Source: an optimization exercise on an open RTL-to-GDS flow (aim: small area, a short achievable clock period and few clock cycles). Production flows keep margins and buffers that such runs may drop.
Where RTL was checked, it was by simulation tests only, not by an equivalence proof against the original.

// magnetometer_frame_heading
module magnetometer_frame_heading (
	input  logic                                 clk,
	input  logic                                 arst_n,
	input  logic                                 in_valid,
	output logic                                 in_stall,
	input  logic                                 command,
	input  logic [7:0]                           rx_byte,
	output logic                                 out_valid,
	input  logic                                 out_stall,
	output logic                                 send_request,
	output logic                                 frame_done,
	output logic                                 frame_ok,
	output logic [mfh_pkg::DEG_W-1:0]            heading_deg,
	output logic [mfh_pkg::DEG_W-1:0]            tilt_xz_deg,
	output logic [mfh_pkg::DEG_W-1:0]            tilt_yz_deg,
	output logic signed [mfh_pkg::VAL_W-1:0]     field_x,
	output logic signed [mfh_pkg::VAL_W-1:0]     field_y,
	output logic signed [mfh_pkg::VAL_W-1:0]     field_z,
	input  logic                                 cfg_we,
	input  logic [0:0]                           cfg_index,
	input  logic [mfh_pkg::CFG_W-1:0]            cfg_data
);
	localparam int XW  = mfh_pkg::XW;
	localparam int YAW = mfh_pkg::YAW;
	localparam int YBW = mfh_pkg::YBW;
	localparam int SW  = mfh_pkg::SW;
	localparam int VW  = mfh_pkg::VAL_W;
	localparam int DW  = mfh_pkg::DEG_W;
	logic [15:0]          timeout_q;
	logic                 link_q;
	logic                 in_stall_q;
	logic [4:0]           pos_q;
	logic                 win_x_q, win_z_q, win_y_q, first_q;
	logic                 start_q;
	logic [15:0]          silence_q;
	logic                 armed_q;
	logic [1:0]           ph_q;
	logic                 mn_q;
	logic signed [VW-1:0] vx_q, vz_q, vy_q;
	logic [1:0]           ld_q;       
	logic                 jc_q;       
	logic                 ld_hd_q, ld_yz_q;   
	logic                 a_v_q, a_spec_q, a_ex_q;
	logic [1:0]           a_t_q;
	logic [2:0]           a_code_q, a_j_q;
	logic [XW-1:0]        a_x_q;
  ...
Size: roughly 3900 cells after synthesis, ~390 flip-flops.
export LEC_CHECK = 0
export CAP_MARGIN = 20
export CORE_MARGIN = 2
export CORE_UTILIZATION = 40
export SETUP_SLACK_MARGIN = 3.5
export SLEW_MARGIN = 20
create_clock -name core_clock -period 7.5 [get_ports {clk}]
run.sh (not shown) runs the stock make flow with config.mk's settings and CLKGATE_MAP_FILE= SYNTH_SCRIPT=/design/flow/synth_recipe.tcl, a recipe that flattens the netlist after the stock synthesis.
The starting point finished with timing, DRC and antenna clean.
Next try:
--- a/flow/config.mk
+++ b/flow/config.mk
@@ -9,4 +9,4 @@
 export CORE_MARGIN = 2
 export CORE_UTILIZATION = 40
-export SETUP_SLACK_MARGIN = 3.5
+export SETUP_SLACK_MARGIN = 4.5
 export SLEW_MARGIN = 20
Effect: Count of clock-buffer cells in the layout climbs by 6. First-iteration DRC count came out higher by 9.4%. Cell area came out higher by 11%. Wire length climbs by 10%. Final cell count rose by 4.1%. Register-to-register slack got worse by 0.11 ns. Non-clock buffer count goes up by 208. Global-route usage rose by 1.6 points. Synthesized area does not change.
Next try:
--- a/flow/config.mk
+++ b/flow/config.mk
@@ -9,4 +9,4 @@
 export CORE_MARGIN = 2
 export CORE_UTILIZATION = 40
-export SETUP_SLACK_MARGIN = 4.5
+export SETUP_SLACK_MARGIN = 2.5
 export SLEW_MARGIN = 20
Count of clock-buffer cells in the layout decreases by 5.
Final cell count went down by 9.8%.
Global-route usage goes down by 3.9 points.
Design area goes down by about 22%.
Wire length falls by about 20%.
Die area does not change.
Hold slack gets better by 0.0075 ns.
Via count went down by about 13%.
Next try:
--- a/flow/config.mk
+++ b/flow/config.mk
@@ -9,4 +9,4 @@
 export CORE_MARGIN = 2
 export CORE_UTILIZATION = 40
-export SETUP_SLACK_MARGIN = 2.5
+export SETUP_SLACK_MARGIN = 3.0
 export SLEW_MARGIN = 20
Routed wire length rose by 3.2%. Final area climbs by 3.3%. Die area stays the same. Worst setup slack is better by 0.38 ns. Final cell count increases by 1.3%. Global-route usage climbs by 0.49 points. Clock skew decreases by 0.019 ns.
No run of this note included a check of the RTL's function; only the layout flow was run.

Another version of the RTL of magnetometer_frame_heading (not shown whole).
For scale: about 4800 cells after synthesis, roughly 35000 µm² of cells after synthesis.
Design magnetometer_frame_heading, start of the top module:
module magnetometer_frame_heading (
	input  logic                                 clk,
	input  logic                                 arst_n,
	input  logic                                 in_valid,
	output logic                                 in_stall,
	input  logic                                 command,
	input  logic [7:0]                           rx_byte,
	output logic                                 out_valid,
	input  logic                                 out_stall,
	output logic                                 send_request,
	output logic                                 frame_done,
	output logic                                 frame_ok,
	output logic [mfh_pkg::DEG_W-1:0]            heading_deg,
	output logic [mfh_pkg::DEG_W-1:0]            tilt_xz_deg,
	output logic [mfh_pkg::DEG_W-1:0]            tilt_yz_deg,
	output logic signed [mfh_pkg::VAL_W-1:0]     field_x,
	output logic signed [mfh_pkg::VAL_W-1:0]     field_y,
	output logic signed [mfh_pkg::VAL_W-1:0]     field_z,
	input  logic                                 cfg_we,
	input  logic [0:0]                           cfg_index,
	input  logic [mfh_pkg::CFG_W-1:0]            cfg_data
);
Settings: LEC_CHECK=0, ABC_AREA=1, CAP_MARGIN=20, CORE_MARGIN=2, CORE_UTILIZATION=45, SETUP_SLACK_MARGIN=3.65, SLEW_MARGIN=20; clock period 7.5 ns.
The first run produced a clean layout.
Then changed:
SETUP_SLACK_MARGIN = 3.5   (was 3.65)
Outcome:
- design area fell by about 3.6%
- count of clock-buffer cells in the layout came out higher by 4
- sequential share of layout area went up by 0.81 points
- worst hold slack is about the same
- worst setup slack got worse by 17 ps
Function was not checked in any run of this note: the RTL went through the layout flow alone.

magnetometer_frame_heading, a different RTL version from the one above (not shown whole).
Size: roughly 390 flip-flops, about 120 I/O pins, about 35,000 sq um of cells after synthesis.
clock: 7.5 ns
lec_check: 0
abc_area: 1
cap_margin: 20
core_margin: 2
core_utilization: 45
gpl_routability_driven: 0
setup_slack_margin: 3.5
slew_margin: 20
Testbench counts at the start, summed over its fixed seeds: cycles 7,288.
==> next run, changes <==
- GPL_ROUTABILITY_DRIVEN: 0 -> unset
- TNS_END_PERCENT: unset -> 50
Effect: Register-to-register slack got worse by 0.06 ns; worst setup slack degrades by 0.061 ns; via count hardly moves; routed wire length is higher by 1.6%; area after synthesis stays the same; maximum frequency drops by 1.5%.
==> next run, changes <==
- CTS_BUF_LIST: unset -> sky130_fd_sc_hd__clkbuf_4 sky130_fd_sc_hd__clkbuf_8
- TNS_END_PERCENT: 50 -> unset
After rerunning: Maximum frequency is higher by 3.3%; cell area is lower by 0.75%; worst hold slack barely changes; die area stays the same.
==> next run, changes <==
- CTS_BUF_LIST: sky130_fd_sc_hd__clkbuf_4 sky130_fd_sc_hd__clkbuf_8 -> unset
- GPL_TIMING_DRIVEN: unset -> 0
Effect:
- via count goes up by a few percent
- final area goes up by a few percent
- count of clock-buffer cells in the layout goes down by 60
- worst hold slack gains 0.0079 ns
- synthesized area does not change
- die area does not change
- worst setup slack loses 0.12 ns

Starting RTL as in the previous note.
==> flow/design.v (excerpt) <==
module magnetometer_frame_heading (
	input  logic                                 clk,
	input  logic                                 arst_n,
	input  logic                                 in_valid,
	output logic                                 in_stall,
	input  logic                                 command,
	input  logic [7:0]                           rx_byte,
	output logic                                 out_valid,
	input  logic                                 out_stall,
	output logic                                 send_request,
	output logic                                 frame_done,
	output logic                                 frame_ok,
	output logic [mfh_pkg::DEG_W-1:0]            heading_deg,
	output logic [mfh_pkg::DEG_W-1:0]            tilt_xz_deg,
	output logic [mfh_pkg::DEG_W-1:0]            tilt_yz_deg,
	output logic signed [mfh_pkg::VAL_W-1:0]     field_x,
	output logic signed [mfh_pkg::VAL_W-1:0]     field_y,
	output logic signed [mfh_pkg::VAL_W-1:0]     field_z,
	input  logic                                 cfg_we,
	input  logic [0:0]                           cfg_index,
	input  logic [mfh_pkg::CFG_W-1:0]            cfg_data
);
export LEC_CHECK = 0
export ABC_AREA = 1
export CAP_MARGIN = 20
export CORE_MARGIN = 2
export CORE_UTILIZATION = 35
export SETUP_SLACK_MARGIN = 3.5
export SLEW_MARGIN = 20
create_clock -name core_clock -period 7.5 [get_ports {clk}]
The first run ran to the end with no violations.
Testbench counts at the start, summed over its fixed seeds: cycles 7,288.
==> next run, changes <==
Settings changed: CORE_UTILIZATION 35 to 45, PLACE_DENSITY set to 0.7.
=> Via count rises by about 1%; global-route usage rises by 4.5 points; wire length falls by 3.3%; die area falls by 22%; hold slack barely changes; utilization rises by 12 points.
==> next run, changes <==
Settings changed: PLACE_DENSITY 0.7 to not set, SETUP_SLACK_MARGIN 3.5 to 3.0.
Outcome: Synthesized cell count stays the same; utilization shrinks by 3.0 points; global-route usage went down by 0.22 points; worst hold slack improved by 0.0061 ns; sequential share of layout area climbs by 1.3 points; synthesized area is unchanged; via count drops by 3.8%.
==> next run, changes <==
Settings changed: CTS_BUF_LIST set to sky130_fd_sc_hd__clkbuf_4, SETUP_SLACK_MARGIN 3.0 to 3.5.
Outcome: Design area rose by 4.1%. Maximum frequency rose by 11%. Synthesized area does not change. Sequential cell count stays the same.

Another version of the RTL of magnetometer_frame_heading (not shown whole).
Size in the first run: about 5100 cells after synthesis, roughly 390 flip-flops, ~120 I/O pins, about 0.036 mm^2 of cells after synthesis.
Settings: LEC_CHECK=0, ABC_AREA=1, CAP_MARGIN=20, CORE_MARGIN=2, CORE_UTILIZATION=45, SETUP_SLACK_MARGIN=4.0, SLEW_MARGIN=20; clock period 7.5 ns.
Then changed:
Settings changed: SETUP_SLACK_MARGIN 4.0 to 3.5.
Outcome: Wire length came out lower by 16%. Global-route usage came out lower by 2.7 points. Worst hold slack is about the same. Design area came out lower by 18%. Sequential cell count is unchanged. Synthesized area stays the same. Count of clock-buffer cells in the layout came out lower by 2. Cell count came out lower by 5.9%.
No run of this note included a check of the RTL's function; only the layout flow was run.

RTL: one of the versions met above, not the one the previous note started from.
Size in the first run: ~4,900 cells after synthesis, roughly 390 flip-flops, about 120 I/O pins.
export LEC_CHECK = 0
export ABC_AREA = 1
export CAP_MARGIN = 20
export CORE_MARGIN = 2
export CORE_UTILIZATION = 45
export CTS_BUF_LIST = sky130_fd_sc_hd__clkbuf_4 sky130_fd_sc_hd__clkbuf_8
export CTS_CLUSTER_SIZE = 20
export SETUP_SLACK_MARGIN = 3.5
export SLEW_MARGIN = 20
create_clock -name core_clock -period 7.5 [get_ports {clk}]
Testbench counts at the start, summed over its fixed seeds: cycles 7,288.
Next try:
Settings changed: CTS_BUF_LIST sky130_fd_sc_hd__clkbuf_4 sky130_fd_sc_hd__clkbuf_8 to unset, CTS_CLUSTER_SIZE 20 to unset, SETUP_SLACK_MARGIN 3.5 to 3.75.
After rerunning: Worst hold slack stays flat; wire length went up by about 5.5%; fmax is about the same; design area increases by about 8%; via count is higher by about 3%; die area is unchanged.
Next try:
Settings changed: SETUP_SLACK_MARGIN 3.75 to 3.5.
Result:
- setup slack loses 46 ps
- cell area falls by 6.8%
- via count is lower by 3.7%
- register-to-register slack loses 50 ps
- clock skew rises by 14 ps
- sequential cell count stays the same
Next try:
Settings changed: SETUP_SLACK_MARGIN 3.5 to 3.25.
What happened: Worst setup slack gets worse by 240 ps. Worst hold slack gets worse by 11 ps. Cell area falls by 3.6%. Sequential cell count stays the same. Clock-buffer cell count falls by 10. Global-route usage falls by 0.53 points.
Next try:
Settings changed: CTS_BUF_LIST set to sky130_fd_sc_hd__clkbuf_2 sky130_fd_sc_hd__clkbuf_4 sky130_fd_sc_hd__clkbuf_8, SETUP_SLACK_MARGIN 3.25 to 3.5.
Effect: Via count is higher by 1.8%. Count of clock-buffer cells in the layout went up by 53. First-iteration DRC count came out higher by 1.4%. Global-route usage grows by 0.69 points. Non-clock buffer count came out higher by 36.

==> static timing again, ports no longer ideal <==
No port has a modelled driver above. Below, the same layouts with a new extraction and two added sets of constraints. Step 1 assumes that a clkbuf_16 drives the clock port and a buf_2 every other input. Step 2 moves the port delays by t, midway between the first and last clock arrival at a register: inputs arrive t later, outputs are due t later. That takes back most of the time a late clock gives input paths. Slacks: ideal ports / drivers / drivers and shift; pairs: ideal ports / drivers.
| run | t (ns) | setup WS [ns] | worst setup path after step 2 | clock arrival spread, ns | pins driven straight from the clock port |
|---|---|---|---|---|---|
| the first run of note 1 | 0.684 | 3.219 / 3.219 / 2.854 | input to register | 0.047 / 0.047 | 1 |
| the second run of note 1 | 0.683 | 3.111 / 3.111 / 2.738 | input to register | 0.050 / 0.050 | 1 |
| the third run of note 1 | 0.671 | 2.684 / 2.684 / 2.417 | input to register | 0.049 / 0.049 | 1 |
| the fourth run of note 1 | 0.684 | 3.063 / 3.063 / 2.632 | input to register | 0.029 / 0.029 | 1 |
| the first run of note 2 | 0.678 | 3.594 / 3.594 / 3.098 | input to register | 0.034 / 0.035 | 1 |
| the second run of note 2 | 0.667 | 3.577 / 3.577 / 3.050 | input to register | 0.031 / 0.031 | 1 |
| the first run of note 3 | 0.671 | 3.593 / 3.593 / 2.973 | input to register | 0.020 / 0.020 | 1 |
| the second run of note 3 | 0.666 | 3.533 / 3.533 / 3.093 | input to register | 0.030 / 0.030 | 1 |
| the third run of note 3 | 0.746 | 3.660 / 3.660 / 3.011 | input to register | 0.034 / 0.033 | 1 |
| the fourth run of note 3 | 0.665 | 3.540 / 3.540 / 3.081 | input to register | 0.033 / 0.033 | 1 |
| the first run of note 4 | 0.694 | 3.550 / 3.579 / 2.885 | input to register | 0.036 / 0.036 | 1 |
| the second run of note 4 | 0.658 | 3.551 / 3.551 / 3.053 | input to register | 0.024 / 0.024 | 1 |
| the third run of note 4 | 0.667 | 3.207 / 3.207 / 2.641 | input to register | 0.018 / 0.019 | 1 |
| the fourth run of note 4 | 0.958 | 3.622 / 3.622 / 2.749 | input to register | 0.072 / 0.072 | 1 |
| the first run of note 5 | 0.698 | 3.445 / 3.445 / 3.333 | input to register | 0.020 / 0.020 | 1 |
| the second run of note 5 | 0.671 | 3.473 / 3.473 / 3.024 | input to register | 0.023 / 0.023 | 1 |
| the first run of note 6 | 0.746 | 3.660 / 3.660 / 3.011 | input to register | 0.034 / 0.033 | 1 |
| the second run of note 6 | 0.692 | 3.670 / 3.670 / 3.216 | input to register | 0.017 / 0.017 | 1 |
| the third run of note 6 | 0.661 | 3.623 / 3.623 / 3.060 | input to register | 0.031 / 0.031 | 1 |
| the fourth run of note 6 | 0.674 | 3.385 / 3.385 / 2.757 | input to register | 0.036 / 0.036 | 1 |
| the fifth run of note 6 | 0.746 | 3.660 / 3.660 / 3.011 | input to register | 0.034 / 0.033 | 1 |
After both steps setup and hold are still met in every run listed. The setup slack of the fourth run of note 4, which loses most, moves by 0.000 ns with the drivers and by -0.873 ns with both steps.
